What follows belongs to an exercise in optimizing a design on an open flow for small area; a production flow would make more cautious choices. Power figures rest on the tool's default switching activity, not on a simulated workload.

oak:
==> flow/design.v (excerpt) <==
module positional_array_insert_delete
#(
  parameter int CAPACITY = 32
) (
  input  logic                    clk_i,
  input  logic                    rst_ni,
  input  logic                    in_valid_i,
  output logic                    in_stall_o,
  input  logic [paid_pkg::MODE_W-1:0]       mode_i,
  input  logic [paid_pkg::POS_W-1:0]        position_i,
  input  logic signed [paid_pkg::VAL_W-1:0] value_i,
  output logic                    out_valid_o,
  input  logic                    out_stall_i,
  output logic [paid_pkg::ST_W-1:0]         status_o,
  output logic signed [paid_pkg::VAL_W-1:0] entry_value_o,
  output logic [paid_pkg::CNT_W-1:0]        entry_count_o,
  output logic                    last_o
);
  localparam int VW = paid_pkg::VAL_W;
  localparam int CW = paid_pkg::CNT_W;
  localparam int IW = $clog2(CAPACITY);
  logic          reading_q;
  logic [CW-1:0] count_q, count_d;
  logic [IW-1:0] rem_q;
  logic                    out_valid_q;
  logic [paid_pkg::ST_W-1:0] status_q, status_d;
  logic [VW-1:0]           value_q;
  logic out_free, in_acc, load, rd_last, rd_start;
  logic m_ins, m_del, m_rd;
  logic ins, del, rot, ins_mv, del_mv, ins_rot;
  logic full, empty, ins_bad, del_bad;
  logic [CW-1:0] pos;
  logic [VW-1:0] bcast_n, head;
  logic [VW-1:0] entry_n [CAPACITY];
  logic [CAPACITY-1:0] ge;
  assign out_free   = !(out_valid_q && out_stall_i);
  assign in_stall_o = reading_q || !out_free;
  assign in_acc     = in_valid_i && !in_stall_o;
  assign rot        = reading_q && out_free;
  assign rd_last    = (rem_q == '0);
  assign full    = count_q[CW-1];
  ...
Size in the first run: roughly 5000 cells after synthesis, roughly 87 I/O pins, ~44000 um2 of cells after synthesis.
==> flow/config.mk <==
export PLATFORM = sky130hd
export DESIGN_NAME = positional_array_insert_delete
export DESIGN_NICKNAME = positional_array_insert_delete
export VERILOG_FILES = /design/flow/design.v
export SDC_FILE = /design/flow/constraint.sdc
export NUM_CORES = 4
export LEC_CHECK = 0
export CAP_MARGIN = 20
export CORE_MARGIN = 2
export CORE_UTILIZATION = 60
export CTS_BUF_LIST = sky130_fd_sc_hd__clkbuf_16
export CTS_CLUSTER_DIAMETER = 100
export CTS_CLUSTER_SIZE = 25
export PLACE_DENSITY = 0.85
export SLEW_MARGIN = 20
export SYNTH_HIERARCHICAL = 1
==> flow/constraint.sdc <==
create_clock -name core_clock -period 5.0 [get_ports {clk_i}]
set_input_delay 1.0000 -clock core_clock [delete_from_list [all_inputs] [get_ports {clk_i}]]
set_output_delay 1.0000 -clock core_clock [all_outputs]
set_load 0.01 [all_outputs]
standard.sh (not shown) runs the stock make flow with config.mk's settings and CLKGATE_MAP_FILE= SYNTH_SCRIPT=/design/flow/synth_recipe.tcl, a recipe that flattens the netlist after the stock synthesis.
==> flow/flow/run.sh <==
#!/bin/bash
# The standard layout, with the port buffers made from the smallest
# buffer cell instead of a delay buffer.
export BUFFER_PORTS_ARGS="-buffer_cell sky130_fd_sc_hd__buf_1"
bash standard.sh > standard.log 2>&1
oak completed end to end with timing, DRC and antenna clean.
Input changes introduced in pine (baseline for comparison: oak):
- PLACE_DENSITY removed (was 0.85)
==> flow/run.sh (new file) <==
#!/bin/bash
# synth_recipe.tcl (not shown) runs the flow's synth.tcl, then flattens the netlist and writes it again
# the make line also repeats each setting of config.mk as NAME=value (left out here)
make -C /OpenROAD-flow-scripts/flow DESIGN_CONFIG=/design/flow/config.mk WORK_HOME=/design/flow/orfs CLKGATE_MAP_FILE= SYNTH_SCRIPT=/design/flow/synth_recipe.tcl finish
removed: flow/flow/run.sh
removed: flow/standard.sh
--- outcome ---
- Sort pine and oak by clock group total power desc -> top: pine
- Of pine and oak, it is pine that has the higher cell area after layout.
- In pine the post-route clock period utilization turned out 4.6 points higher than in oak.
- Worst stage delay on the critical path, pine and oak, lower one = oak.
- | leakage power total | pine vs oak | 1.8% higher |
- Taking oak as the reference point, the met3 track demand over resource of pine rises by 0.17 points.
- Relative to oak, the total power draw of pine is higher by 0.42 mW.
- From oak to pine the numbers moved as follows: part of the power in combinational logic went up; maximum number of pins on one net before global-route repair lower; peak supply drop now sits higher; via count of the first global-routing pass went down 497.
## Diff of input files: birch against pine
- CORE_UTILIZATION now 68, was 60
- CTS_CLUSTER_SIZE now 28, was 25
- CTS_CLUSTER_DIAMETER now 110, was 100
- PLACE_DENSITY now 0.75, previously not set
==> flow/flow/run.sh (new file) <==
#!/bin/bash
# The standard layout, with the port buffers made from the smallest
# buffer cell instead of a delay buffer.
export BUFFER_PORTS_ARGS="-buffer_cell sky130_fd_sc_hd__buf_1"
bash standard.sh > standard.log 2>&1
==> flow/standard.sh (new file) <==
#!/bin/bash
# synth_recipe.tcl (not shown) runs the flow's synth.tcl, then flattens the netlist and writes it again
# the make line also repeats each setting of config.mk as NAME=value (left out here)
make -C /OpenROAD-flow-scripts/flow DESIGN_CONFIG=/design/flow/config.mk WORK_HOME=/design/flow/orfs CLKGATE_MAP_FILE= SYNTH_SCRIPT=/design/flow/synth_recipe.tcl "${@:-finish}"
removed: flow/run.sh
==> run summary <==
- Post-detailed-routing wire length ends up lower on pine.
- Higher number of signal-net buffers in the layout among pine and birch: pine
- Sort pine and birch by total track usage, ascending, and pine comes first.
- Number of hold-slack violations in the final timing report: birch vs pine, no meaningful difference
- NOTE: non-filler instance count after layout in birch falls short of that of pine
- The clock network fraction of total power in birch sits 0.7 points below the value recorded for pine.
- Compared with pine, largest net degree at the start of global routing in birch increased by a few percent.
- pine and birch ended up with nearly the same number of nets in the finished design.
- birch vs. pine: power per standard cell area went up; half-perimeter wire length after detailed placement now sits lower; setup slack climbed 0.039 ns.
Input changes introduced in maple (baseline for comparison: birch):
- swapping 110 for 100 in CTS_CLUSTER_DIAMETER
- swapping 68 for 75 in CORE_UTILIZATION
- swapping 28 for 25 in CTS_CLUSTER_SIZE
- clearing PLACE_DENSITY, which used to be 0.75
The fraction of the cycle the final worst path needs was comparable across maple and birch. birch ended up with more cell instances than maple did. maple ends up with a number of clock buffers in the layout that is 8.9% higher than in birch. birch has higher first-iteration DRC count than maple. Min total iterations of the first detailed-routing run across maple and birch: birch. Worst supply voltage drop on vdd in maple is about 30% higher than in birch. maple -> birch: slack of the worst reg-to-reg path flat. Against birch as the reference, maple delivers a higher buffering overhead. maple ended up with met5 as its uppermost layer routed; birch ended up with met4. Against birch, maple comes in 0.25 points higher on growth of design area from synthesis to finish. In maple the global-route usage over all layers turned out 3.3 points higher than in birch.
No functional check of the RTL was part of any run of this note.

========
Setup of run 5:
The RTL this note starts from:
==> flow/design.v <==
package paid_pkg;
  localparam int unsigned MODE_W = 2;
  localparam int unsigned POS_W  = 6;
  localparam int unsigned VAL_W  = 32;
  localparam int unsigned ST_W   = 2;
  localparam int unsigned CNT_W  = 6;
  localparam logic [MODE_W-1:0] MODE_INSERT = 2'd0;
  localparam logic [MODE_W-1:0] MODE_DELETE = 2'd1;
  localparam logic [MODE_W-1:0] MODE_READ   = 2'd2;
  localparam logic [ST_W-1:0] ST_DONE   = 2'd0;
  localparam logic [ST_W-1:0] ST_FULL   = 2'd1;
  localparam logic [ST_W-1:0] ST_EMPTY  = 2'd2;
  localparam logic [ST_W-1:0] ST_BADPOS = 2'd3;
endpackage
module paid_store #(
  parameter bit HAS_LEFT  = 1'b1,
  parameter bit HAS_RIGHT = 1'b1
) (
  input  logic                        clk_i,
  input  logic                        hold_ni,
  input  logic                        left_ni,
  input  logic                        right_ni,
  input  logic                        bcast_ni,
  input  logic [paid_pkg::VAL_W-1:0]  left_n_i,
  input  logic [paid_pkg::VAL_W-1:0]  right_n_i,
  input  logic [paid_pkg::VAL_W-1:0]  bcast_n_i,
  output logic [paid_pkg::VAL_W-1:0]  entry_n_o
);
  logic [paid_pkg::VAL_W-1:0] entry_nq, from_left, from_right;
  if (HAS_LEFT) begin : g_left
    assign from_left = {paid_pkg::VAL_W{left_ni}} | left_n_i;
  end else begin : g_no_left
    assign from_left = '1;
  end
  if (HAS_RIGHT) begin : g_right
    assign from_right = {paid_pkg::VAL_W{right_ni}} | right_n_i;
  end else begin : g_no_right
    assign from_right = '1;
  end
  always_ff @(posedge clk_i) begin
    entry_nq <= ({paid_pkg::VAL_W{hold_ni}}  | entry_nq)
              & ({paid_pkg::VAL_W{bcast_ni}} | bcast_n_i)
              & from_left & from_right;
  end
  assign entry_n_o = entry_nq;
endmodule
module paid_cell #(
  parameter bit HAS_LEFT  = 1'b1,
  parameter bit HAS_RIGHT = 1'b1
) (
  input  logic                        clk_i,
  input  logic                        hold_i,
  input  logic                        left_i,
  input  logic                        right_i,
  input  logic                        bcast_i,
  input  logic [paid_pkg::VAL_W-1:0]  left_n_i,
  input  logic [paid_pkg::VAL_W-1:0]  right_n_i,
  input  logic [paid_pkg::VAL_W-1:0]  bcast_n_i,
  output logic [paid_pkg::VAL_W-1:0]  entry_n_o
);
  logic hold_n, left_n, right_n, bcast_n;
  paid_sel_inv u_sel_inv (
    .sel_i  ({hold_i, left_i, right_i, bcast_i}),
    .sel_no ({hold_n, left_n, right_n, bcast_n})
  );
  paid_store #(
    .HAS_LEFT (HAS_LEFT),
    .HAS_RIGHT(HAS_RIGHT)
  ) u_store (
    .clk_i    (clk_i),
    .hold_ni  (hold_n),
    .left_ni  (left_n),
    .right_ni (right_n),
    .bcast_ni (bcast_n),
    .left_n_i (left_n_i),
    .right_n_i(right_n_i),
    .bcast_n_i(bcast_n_i),
    .entry_n_o(entry_n_o)
  );
endmodule
module paid_sel_inv (
  input  logic [3:0] sel_i,
  output logic [3:0] sel_no
);
  assign sel_no = ~sel_i;
endmodule
module positional_array_insert_delete
#(
  parameter int CAPACITY = 32
) (
  input  logic                    clk_i,
  input  logic                    rst_ni,
  input  logic                    in_valid_i,
  output logic                    in_stall_o,
  input  logic [paid_pkg::MODE_W-1:0]       mode_i,
  input  logic [paid_pkg::POS_W-1:0]        position_i,
  input  logic signed [paid_pkg::VAL_W-1:0] value_i,
  output logic                    out_valid_o,
  input  logic                    out_stall_i,
  output logic [paid_pkg::ST_W-1:0]         status_o,
  output logic signed [paid_pkg::VAL_W-1:0] entry_value_o,
  output logic [paid_pkg::CNT_W-1:0]        entry_count_o,
  output logic                    last_o
);
  localparam int VW = paid_pkg::VAL_W;
  localparam int CW = paid_pkg::CNT_W;
  localparam int IW = $clog2(CAPACITY);
  localparam logic [CW-1:0] Cap = CW'(CAPACITY);
  logic          reading_q;
  logic [CW-1:0] count_q, count_d;
  logic [IW-1:0] rem_q;
  logic                    out_valid_q;
  logic [paid_pkg::ST_W-1:0] status_q, status_d;
  logic [VW-1:0]           value_q;
  logic out_free, in_acc, load, rd_last, rd_start;
  logic ins, del, rot;
  logic full, empty, ins_bad, del_bad;
  logic [CW-1:0] pos;
  logic [VW-1:0] bcast_n, head;
  logic [VW-1:0] entry_n [CAPACITY];
  logic [CAPACITY:0] ge;
  assign out_free   = !out_valid_q || !out_stall_i;
  assign in_stall_o = reading_q || !out_free;
  assign in_acc     = in_valid_i && !in_stall_o;
  assign rot        = reading_q && out_free;
  assign rd_last    = (rem_q == '0);
  assign full    = (count_q == Cap);
  assign empty   = (count_q == '0);
  assign ins_bad = (position_i > count_q);
  assign del_bad = (position_i >= count_q);
  assign ins      = in_acc && (mode_i == paid_pkg::MODE_INSERT) && !full && !ins_bad;
  assign del      = in_acc && (mode_i == paid_pkg::MODE_DELETE) && !empty && !del_bad;
  assign rd_start = in_acc && (mode_i == paid_pkg::MODE_READ) && !empty;
  assign load     = rot || (in_acc && ((mode_i == paid_pkg::MODE_INSERT) ||
                                       (mode_i == paid_pkg::MODE_DELETE) ||
                                       ((mode_i == paid_pkg::MODE_READ) && empty)));
  always_comb begin
    count_d = count_q;
    if (ins) count_d = count_q + CW'(1);
    if (del) count_d = count_q - CW'(1);
  end
  always_comb begin
    status_d = paid_pkg::ST_DONE;
    if (rot) begin
      status_d = paid_pkg::ST_DONE;
    end else if (mode_i == paid_pkg::MODE_INSERT) begin
      if (full)         status_d = paid_pkg::ST_FULL;
      else if (ins_bad) status_d = paid_pkg::ST_BADPOS;
    end else if (mode_i == paid_pkg::MODE_DELETE) begin
      if (empty)        status_d = paid_pkg::ST_EMPTY;
      else if (del_bad) status_d = paid_pkg::ST_BADPOS;
    end else begin
      status_d = paid_pkg::ST_EMPTY;
    end
  end
  always_ff @(posedge clk_i or negedge rst_ni) begin
    if (!rst_ni) begin
      reading_q   <= 1'b0;
      count_q     <= '0;
      out_valid_q <= 1'b0;
    end else begin
      if (rd_start) begin
        reading_q <= 1'b1;
      end else if (rot && rd_last) begin
        reading_q <= 1'b0;
      end
      count_q     <= count_d;
      out_valid_q <= load || (out_valid_q && out_stall_i);
    end
  end
  assign head = ~entry_n[0];
  always_ff @(posedge clk_i) begin
    if (rd_start) begin
      rem_q <= IW'(count_q - CW'(1));
    end else if (rot) begin
      rem_q <= rem_q - IW'(1);
    end
    if (load) begin
      status_q <= status_d;
    end
    value_q <= ({VW{rot}} & head) | ({VW{!load}} & value_q);
  end
  assign bcast_n = reading_q ? entry_n[0] : ~value_i;
  assign pos     = reading_q ? (count_q - CW'(1)) : position_i;
  assign ge[CAPACITY] = 1'b1;
  for (genvar i = 0; i < CAPACITY; i++) begin : g_ge
    assign ge[i] = (CW'(i) >= pos);
  end
  for (genvar i = 0; i < CAPACITY; i++) begin : g_cell
    logic s_left, s_right, s_bcast, s_hold;
    logic [VW-1:0] left_n, right_n;
    if (i == 0) begin : g_first
      assign left_n  = entry_n[i];
      assign s_left  = 1'b0;
      assign s_bcast = (ins || rot) && ge[0];
    end else begin : g_mid_l
      assign left_n  = entry_n[i-1];
      assign s_left  = ins && ge[i-1];
      assign s_bcast = (ins || rot) && ge[i] && !ge[i-1];
    end
    if (i == CAPACITY - 1) begin : g_last
      assign right_n = entry_n[i];
      assign s_right = 1'b0;
    end else begin : g_mid_r
      assign right_n = entry_n[i+1];
      assign s_right = (del && ge[i]) || (rot && !ge[i]);
    end
    assign s_hold = !(s_left || s_right || s_bcast);
    paid_cell #(
      .HAS_LEFT (i != 0),
      .HAS_RIGHT(i != CAPACITY - 1)
    ) u_cell (
      .clk_i    (clk_i),
      .hold_i   (s_hold),
      .left_i   (s_left),
      .right_i  (s_right),
      .bcast_i  (s_bcast),
      .left_n_i (left_n),
      .right_n_i(right_n),
      .bcast_n_i(bcast_n),
      .entry_n_o(entry_n[i])
    );
  end
  assign out_valid_o   = out_valid_q;
  assign status_o      = status_q;
  assign entry_value_o = value_q;
  assign entry_count_o = count_q;
  assign last_o        = !reading_q;
endmodule
Settings: LEC_CHECK=0, CAP_MARGIN=20, CORE_MARGIN=2, CORE_UTILIZATION=60, CTS_BUF_LIST=sky130_fd_sc_hd__clkbuf_16, CTS_CLUSTER_DIAMETER=110, CTS_CLUSTER_SIZE=28, SLEW_MARGIN=20, SYNTH_HIERARCHICAL=1; clock period 5.0 ns.
==> flow/flow/run.sh <==
#!/bin/bash
# The standard layout with two changes: the port buffers are made from
# the smallest buffer cell, and gate sizing may change a cell's footprint
# (so a weak driver can be upsized instead of getting a buffer).
export BUFFER_PORTS_ARGS="-buffer_cell sky130_fd_sc_hd__buf_1"
bash standard.sh MATCH_CELL_FOOTPRINT=0 finish > standard.log 2>&1
The following lists how run 1 was set up differently from run 5:
==> flow/flow/run.sh <==
#!/bin/bash
# The standard layout, with the port buffers made from the smallest
# buffer cell instead of a delay buffer.
export BUFFER_PORTS_ARGS="-buffer_cell sky130_fd_sc_hd__buf_1"
bash standard.sh > standard.log 2>&1
### Flow results
- Depth of the worst register-to-register path came out exactly the same in run 5 and run 1.
- Compared with run 5, in run 1 worst-skew pair later-pin latency barely changed, combinational share of power did not really move, area enclosed by the die boundary held steady.
Function was not checked in any run of this note: the RTL went through the layout flow alone.

[static timing again, ports no longer ideal]
How much do the figures lean on ideal ports? The routed layouts below were timed once more, with nothing changed but the port constraints.
Step 1: set_driving_cell puts a clkbuf_16 on clk_i and a buf_2 on each other input, an assumption about the parent block.
Step 2 moves the port delays by t, midway between the first and last clock arrival at a register: inputs arrive t later, outputs are due t later. That takes back most of the time a late clock gives input paths.
a / b / c = ideal ports / drivers / drivers and shift; a / b = the first two.
| run | t, ns | setup slack, ns | hold WS [ns] | worst register clock-pin slew, ns |
|---|---|---|---|---|
| oak | 0.691 | 0.874 / 0.874 / 0.719 | 0.351 / 0.322 / 0.469 | 0.10 / 0.10 |
| pine | 0.716 | 0.642 / 0.642 / 0.568 | 0.469 / 0.469 / 0.469 | 0.10 / 0.10 |
| birch | 0.713 | 0.680 / 0.680 / 0.680 | 0.322 / 0.305 / 0.471 | 0.11 / 0.11 |
| maple | 0.701 | 0.675 / 0.675 / 0.675 | 0.325 / 0.324 / 0.466 | 0.10 / 0.10 |
| run 5 | 0.696 | 0.418 / 0.418 / 0.235 | 0.352 / 0.306 / 0.457 | 0.12 / 0.12 |
| run 1 | 0.696 | 0.418 / 0.418 / 0.235 | 0.352 / 0.306 / 0.457 | 0.12 / 0.12 |
After both steps setup and hold are still met in every run listed.
